Context: an optimization exercise on an open-source flow, tuned for small area, a short achievable clock period and few clock cycles per item. The choices shown serve that exercise and are no tape-out recipe. At most, simulation tests tie the RTL to the original design; equivalence was not proved. Power and IR drop assume default switching activity.

// scanline_nearest_gap_fill
module scanline_nearest_gap_fill (
   input  logic        clock,
   input  logic        reset,
   input  logic        req_push,
   output logic        req_full,
   input  logic [24:0] req_data,
   output logic        rsp_empty,
   input  logic        rsp_pop,
   output logic [61:0] rsp_data,
   input  logic        csr_valid,
   output logic        csr_ready,
   input  logic [12:0] csr_data
);
Size: about 930 cells after synthesis, roughly 160 flip-flops, ~110 I/O pins.
Settings: LEC_CHECK=0, CAP_MARGIN=20, CORE_MARGIN=2, CORE_UTILIZATION=40, CTS_BUF_LIST=sky130_fd_sc_hd__clkbuf_4 sky130_fd_sc_hd__clkbuf_8, SETUP_SLACK_MARGIN=2.6, SLEW_MARGIN=20; clock period 5.0 ns.
run.sh (not shown) runs the stock make flow with config.mk's settings and CLKGATE_MAP_FILE= SYNTH_SCRIPT=/design/flow/synth_recipe.tcl, a recipe that flattens the netlist after the stock synthesis.
The baseline went through all stages and came out clean.
Edit:
- SETUP_SLACK_MARGIN: 2.6 -> 3.0
Effect: The changed run completed with no timing, DRC or antenna violations. Clock-buffer cell count does not change. Worst hold slack stays flat. Power is higher by about 6%. Core utilization is higher by 7.0 points. Wire length is higher by about 15%. Final cell count is higher by 7.8%. Design area is higher by 13%. Flip-flop and latch count stays the same. Non-clock buffer count is higher by 108. Synthesized area is unchanged. Maximum frequency is lower by about 3.2%.
No run of this note included a check of the RTL's function; only the layout flow was run.

scanline_nearest_gap_fill, a different RTL version from the one above (not shown whole).
For scale: ~860 cells after synthesis, ~140 flip-flops, ~110 I/O pins.
export LEC_CHECK = 0
export CAP_MARGIN = 20
export CORE_MARGIN = 2
export CORE_UTILIZATION = 60
export CTS_BUF_LIST = sky130_fd_sc_hd__clkbuf_4 sky130_fd_sc_hd__clkbuf_8
export SETUP_SLACK_MARGIN = 2.7
export SLEW_MARGIN = 20
create_clock -name core_clock -period 5.0 [get_ports {clock}]
standard.sh (not shown) runs the stock make flow with config.mk's settings and CLKGATE_MAP_FILE= SYNTH_SCRIPT=/design/flow/synth_recipe.tcl, a recipe that flattens the netlist after the stock synthesis.
==> flow/flow/run.sh <==
#!/bin/bash
# The standard layout, with the ports buffered by a plain buffer cell
# (buffer_ports otherwise picks sky130_fd_sc_hd__clkdlybuf4s50_1).
set -euo pipefail
export BUFFER_PORTS_ARGS="-buffer_cell sky130_fd_sc_hd__buf_1"
bash standard.sh > standard_flow.log 2>&1
The baseline completed with no timing, DRC or antenna violations.
Testbench counts at the start, summed over its fixed seeds: cycles 25,740, runs 12,397.
Change:
Settings changed: CTS_BUF_LIST sky130_fd_sc_hd__clkbuf_4 sky130_fd_sc_hd__clkbuf_8 to sky130_fd_sc_hd__clkbuf_8 sky130_fd_sc_hd__clkbuf_16, CTS_CLUSTER_DIAMETER set to 80, CTS_CLUSTER_SIZE set to 40, SETUP_SLACK_MARGIN 2.7 to 2.55.
After rerunning: The new run went through all stages and came out clean; utilization went down by 1.9 points; wire length went down by 3.8%; sequential cell count does not change; via count went down by 0.86%; worst setup slack loses 0.0091 ns; global-route usage went down by 0.65 points; power went up by 11%; final area went down by 2.5%; register-to-register slack stays flat.
Change:
Settings changed: CORE_UTILIZATION 60 to 40, CTS_BUF_LIST sky130_fd_sc_hd__clkbuf_8 sky130_fd_sc_hd__clkbuf_16 to sky130_fd_sc_hd__clkbuf_4 sky130_fd_sc_hd__clkbuf_8, CTS_CLUSTER_DIAMETER 80 to unset, CTS_CLUSTER_SIZE 40 to unset.
- The changed run finished clean
- utilization decreases by 25 points
- setup slack gets worse by 0.031 ns
- via count decreases by 4.9%

Starting RTL as in the previous note.
## scanline_nearest_gap_fill
module scanline_nearest_gap_fill (
   input  logic        clock,
   input  logic        reset,
   input  logic        req_push,
   output logic        req_full,
   input  logic [24:0] req_data,
   output logic        rsp_empty,
   input  logic        rsp_pop,
   output logic [61:0] rsp_data,
   input  logic        csr_valid,
   output logic        csr_ready,
   input  logic [12:0] csr_data
);
==> flow/config.mk <==
export PLATFORM = sky130hd
export DESIGN_NAME = scanline_nearest_gap_fill
export DESIGN_NICKNAME = scanline_nearest_gap_fill
export VERILOG_FILES = /design/flow/design.v
export SDC_FILE = /design/flow/constraint.sdc
export NUM_CORES = 4
export LEC_CHECK = 0
export CAP_MARGIN = 20
export CORE_MARGIN = 2
export CORE_UTILIZATION = 75
export CTS_BUF_LIST = sky130_fd_sc_hd__clkbuf_4 sky130_fd_sc_hd__clkbuf_8
export SETUP_SLACK_MARGIN = 2.55
export SLEW_MARGIN = 20
==> flow/constraint.sdc <==
create_clock -name core_clock -period 5.0 [get_ports {clock}]
set_input_delay 1.0000 -clock core_clock [delete_from_list [all_inputs] [get_ports {clock}]]
set_output_delay 1.0000 -clock core_clock [all_outputs]
set_load 0.01 [all_outputs]
Scripts as last shown in full above: flow/flow/run.sh
The baseline did not get past global routing, error GRT-0232.
Testbench counts at the start, summed over its fixed seeds: cycles 25,740, runs 12,397.
Edit:
--- a/flow/config.mk
+++ b/flow/config.mk
@@ -9,5 +9,5 @@
 export CORE_MARGIN = 2
-export CORE_UTILIZATION = 75
+export CORE_UTILIZATION = 60
 export CTS_BUF_LIST = sky130_fd_sc_hd__clkbuf_4 sky130_fd_sc_hd__clkbuf_8
-export SETUP_SLACK_MARGIN = 2.55
+export SETUP_SLACK_MARGIN = 2.45
 export SLEW_MARGIN = 20
=> With this change the flow passed the timing, design-rule and antenna checks; area after synthesis stays the same; synthesized cell count is unchanged.

-- what the ideal ports hide --
No port has a modelled driver above. Below, the same layouts with a new extraction and two added sets of constraints.
Step 1, drivers: a clkbuf_16 drives clock and a buf_2 each remaining input, both assumed.
Step 2, shift: input delay + t, output delay - t, t = (earliest + latest rising clock arrival at the registers) / 2. This alone moves slack from input paths to output paths.
a / b / c = ideal ports / drivers / drivers and shift; a / b = the first two.
| run | t, ns | slack for setup (ns) | worst setup path at the end | slew at the worst register clock pin (ns) | worst slew at a driven data input, ns |
|---|---|---|---|---|---|
| the first run of note 1 | 0.504 | 2.560 / 2.560 / 2.160 | input to register | 0.11 / 0.11 | 0.05 |
| the second run of note 1 | 0.518 | 2.479 / 2.479 / 2.109 | input to register | 0.12 / 0.12 | 0.06 |
| the first run of note 2 | 0.499 | 2.503 / 2.451 / 2.172 | input to register | 0.09 / 0.09 | 0.07 |
| the second run of note 2 | 0.466 | 2.494 / 2.448 / 2.068 | input to register | 0.07 / 0.07 | 0.07 |
| the third run of note 2 | 0.490 | 2.463 / 2.432 / 2.104 | input to register | 0.11 / 0.11 | 0.08 |
| the second run of note 3 | 0.489 | 2.462 / 2.405 / 2.064 | input to register | 0.09 / 0.09 | 0.07 |
After both steps every run listed still meets setup and hold. The setup slack of the second run of note 2, which loses most, moves by -0.046 ns with the drivers and by -0.426 ns with both steps.
